This design comes from an exercise in tuning for small area, a short achievable clock period and few clock cycles per item on the open sky130 flow, not from production work.
Where RTL was checked, it was by simulation tests only, not by an equivalence proof against the original.
No activity file was given, so power comes from the tool's default toggle rates.

==> flow/design.v (excerpt) <==
module int8_vector_l2_norm
(
  input  logic        clk_i,
  input  logic        rst_ni,
  input  logic        in_valid,
  output logic        in_ready,
  input  logic [7:0]  in_sample_0,
  input  logic [7:0]  in_sample_1,
  input  logic [7:0]  in_sample_2,
  input  logic [7:0]  in_sample_3,
  input  logic [7:0]  in_sample_4,
  input  logic [7:0]  in_sample_5,
  input  logic [7:0]  in_sample_6,
  input  logic [7:0]  in_sample_7,
  input  logic [3:0]  in_lane_count,
  input  logic        in_last,
  output logic        out_valid,
  input  logic        out_ready,
  output logic [38:0] out_sum_of_squares,
  output logic [27:0] out_norm_fixed,
  output logic        out_overflow
);
  logic [LANES-1:0][SAMPLE_W-1:0] samples, mag;
  logic [LANE_CNT_W-1:0]          lanes_clamped;
  logic                           accept, in_ready_q, in_ready_d;
  logic [LANES-1:0][SAMPLE_W-1:0] a_mag_q;
  logic [LANE_CNT_W-1:0]          a_lanes_q, b1_lanes_q, b2_lanes_q, b3_lanes_q;
  logic                           a_valid_q, b1_valid_q, b2_valid_q, b3_valid_q;
  logic                           a_last_q, b1_last_q, b2_last_q, b3_last_q;
  logic                           a_lastv_d;
  logic [SSQ_W-1:0]               ssq;
  logic                           avail, free, fin_d, hold_d, idle_d;
  logic [SUM_W-1:0]               fin_sum;
  logic                           fin_ovf;
  logic [WIN-1:0]                 fin_root;
  logic [WIN:0]                   fin_rem;
  logic [STEP_W-1:0]              fin_step;
  logic [1:0]                     fin_pair;
  logic [5:0]                     owe;
  logic                           owe_le1, owe_eq2;
  assign samples = {in_sample_7, in_sample_6, in_sample_5, in_sample_4,
                    in_sample_3, in_sample_2, in_sample_1, in_sample_0};
  assign accept        = in_valid && in_ready_q;
  assign lanes_clamped = (in_lane_count > 4'd8) ? 4'd8 : in_lane_count;
  for (genvar k = 0; k < LANES; k++) begin : g_mag
    assign mag[k] = (in_lane_count <= 4'(k)) ? 8'd0 :
                    samples[k][7] ? 8'(-samples[k]) : samples[k];
  end
  ...
Size in the first run: about 2,600 cells after synthesis, roughly 440 flip-flops, roughly 140 I/O pins, roughly 26,000 sq um of cells after synthesis.
clock: 6.5 ns
lec_check: 0
cap_margin: 20
core_margin: 2
core_utilization: 60
setup_slack_margin: 3.5
slew_margin: 20
standard.sh (not shown) runs the stock make flow with config.mk's settings and CLKGATE_MAP_FILE= SYNTH_SCRIPT=/design/flow/synth_recipe.tcl, a recipe that flattens the netlist after the stock synthesis.
==> flow/flow/run.sh <==
#!/bin/bash
# The standard layout (the standard.sh, unchanged synthesis and steps), with the port
# buffers that global placement inserts made from the plain buffer family (sky130_fd_sc_hd__buf_1,
# which repair may upsize) instead of the tool's default pick, a delay buffer.
set -euo pipefail
export BUFFER_PORTS_ARGS="-buffer_cell sky130_fd_sc_hd__buf_1"
bash standard.sh > standard.log 2>&1
The first run ran to the end with no violations.
Testbench counts at the start, summed over its fixed seeds: cycles 29,676, vectors 1,600.
==> next run, changes <==
==> flow/run.sh (new file) <==
#!/bin/bash
# synth_recipe.tcl (not shown) runs the flow's synth.tcl, then flattens the netlist and writes it again
# the make line also repeats each setting of config.mk as NAME=value (left out here)
make -C /OpenROAD-flow-scripts/flow DESIGN_CONFIG=/design/flow/config.mk WORK_HOME=/design/flow/orfs CLKGATE_MAP_FILE= SYNTH_SCRIPT=/design/flow/synth_recipe.tcl finish
removed: flow/flow/run.sh
removed: flow/standard.sh
=> The new run went through all stages and came out clean. Clock-buffer cell count fell by 5. Synthesized cell count is unchanged. Fmax shrinks by 0.48%. Clock skew climbs by 0.011 ns. Final area grows by about 5%. Utilization grows by 3.4 points. Final cell count goes up by about 1.3%. Area after synthesis does not change. Worst setup slack got worse by 0.015 ns. Wire length is higher by about 2%. Combinational power went up by 8.3%.

== trial 78 ==
Another version of the RTL of int8_vector_l2_norm (not shown whole).
Size in the first run: ~450 flip-flops, ~140 I/O pins.
==> flow/config.mk <==
export PLATFORM = sky130hd
export DESIGN_NAME = int8_vector_l2_norm
export DESIGN_NICKNAME = int8_vector_l2_norm
export VERILOG_FILES = /design/flow/design.v
export SDC_FILE = /design/flow/constraint.sdc
export NUM_CORES = 4
export LEC_CHECK = 0
export CAP_MARGIN = 20
export CORE_MARGIN = 2
export CORE_UTILIZATION = 50
export CTS_BUF_LIST = sky130_fd_sc_hd__clkbuf_8
export SETUP_SLACK_MARGIN = 3.8
export SLEW_MARGIN = 20
export SYNTH_HIERARCHICAL = 1
export SYNTH_MINIMUM_KEEP_SIZE = 0
==> flow/constraint.sdc <==
create_clock -name core_clock -period 6.5 [get_ports {clk_i}]
set_input_delay 1.3000 -clock core_clock [delete_from_list [all_inputs] [get_ports {clk_i}]]
set_output_delay 1.3000 -clock core_clock [all_outputs]
set_load 0.01 [all_outputs]
==> flow/flow/run.sh <==
#!/bin/bash
# The standard layout (the standard.sh, unchanged synthesis and steps), with the port
# buffers that global placement inserts made from the plain buffer family (sky130_fd_sc_hd__buf_1,
# which repair may upsize) instead of the tool's default pick, a delay buffer.
set -euo pipefail
export BUFFER_PORTS_ARGS="-buffer_cell sky130_fd_sc_hd__buf_1"
bash standard.sh > standard.log 2>&1
Testbench counts of trial 78, summed over its fixed seeds: cycles 29,715, vectors 1,600.
#### Input delta (trial 42 over trial 78)
- swapping 50 for 65 in CORE_UTILIZATION
Results
Summary: cell area after layout, trial 42 better than trial 78. Layout overhead on the synthesized area is higher on trial 78. Portion of total power attributed to combinational logic (higher): trial 42. Any difference in synthesized-area fraction occupied by adder cells between trial 78 and trial 42 is small enough to ignore. | iteration count of the initial detailed-routing pass | trial 42 vs trial 78 | 2 higher |. Changes observed in trial 42 relative to trial 78: number of cells on the critical path saw little to no change, first-pass GRT wire length saw an increase, global-route usage saw an increase. Of trial 78 and trial 42, the run reporting the lower sequential share of layout area was trial 78.

== purple ==
Another version of the RTL of int8_vector_l2_norm (not shown whole).
Size: about 2400 cells after synthesis, roughly 470 flip-flops, about 140 I/O pins, ~26000 um2 of cells after synthesis.
## int8_vector_l2_norm
module int8_vector_l2_norm
(
  input  logic        clk_i,
  input  logic        rst_ni,
  input  logic        in_valid,
  output logic        in_ready,
  input  logic [7:0]  in_sample_0,
  input  logic [7:0]  in_sample_1,
  input  logic [7:0]  in_sample_2,
  input  logic [7:0]  in_sample_3,
  input  logic [7:0]  in_sample_4,
  input  logic [7:0]  in_sample_5,
  input  logic [7:0]  in_sample_6,
  input  logic [7:0]  in_sample_7,
  input  logic [3:0]  in_lane_count,
  input  logic        in_last,
  output logic        out_valid,
  input  logic        out_ready,
  output logic [38:0] out_sum_of_squares,
  output logic [27:0] out_norm_fixed,
  output logic        out_overflow
);
export LEC_CHECK = 0
export CAP_MARGIN = 20
export CORE_MARGIN = 2
export CORE_UTILIZATION = 60
export CTS_BUF_LIST = sky130_fd_sc_hd__clkbuf_8
export SETUP_SLACK_MARGIN = 3.8
export SLEW_MARGIN = 20
export SYNTH_HIERARCHICAL = 1
export SYNTH_MINIMUM_KEEP_SIZE = 0
create_clock -name core_clock -period 6.5 [get_ports {clk_i}]
Scripts as last shown in full above: flow/flow/run.sh
Modified inputs, blue compared to purple
- SETUP_SLACK_MARGIN now 4.0, was 3.8
## What came out
Power ended up about 3.8% higher on blue than on purple.
A capturing instance or port of the critical path of u_sqrt.root_q[0] is what blue shows, while u_sqrt.rem_q[28] belongs to purple.
Going from purple to blue, clock share of power shows a reduction of 0.4 points; critical path depth shows no meaningful change.
No run of this note included a check of the RTL's function; only the layout flow was run.

## port drivers added, routing unchanged
Ports are ideal in the flow. The routed layouts listed here were re-timed in OpenROAD.
Step 1, drivers: a clkbuf_16 drives clk_i and a buf_2 each remaining input, both assumed.
Step 2 moves the port delays by t, midway between the first and last clock arrival at a register: inputs arrive t later, outputs are due t later. That takes back most of the time a late clock gives input paths.
Slacks: ideal ports / drivers / drivers and shift; pairs: ideal ports / drivers.
run	t (ns)	setup WS [ns]	worst slew at a driven data input, ns	pins driven straight from the clock port
the first run of note 1	0.638	3.462 / 3.462 / 3.194	0.05	1
the second run of note 1	0.643	3.447 / 3.447 / 3.013	0.05	1
trial 78	0.708	3.807 / 3.782 / 3.249	0.04	1
trial 42	0.679	3.717 / 3.717 / 3.339	0.04	1
purple	0.699	3.734 / 3.734 / 3.273	0.07	1
blue	0.704	3.817 / 3.817 / 3.438	0.05	1
After both steps setup and hold are still met in every run listed. For trial 78, which loses most, drivers alone change the setup slack by -0.025 ns; drivers and shift together by -0.558 ns.
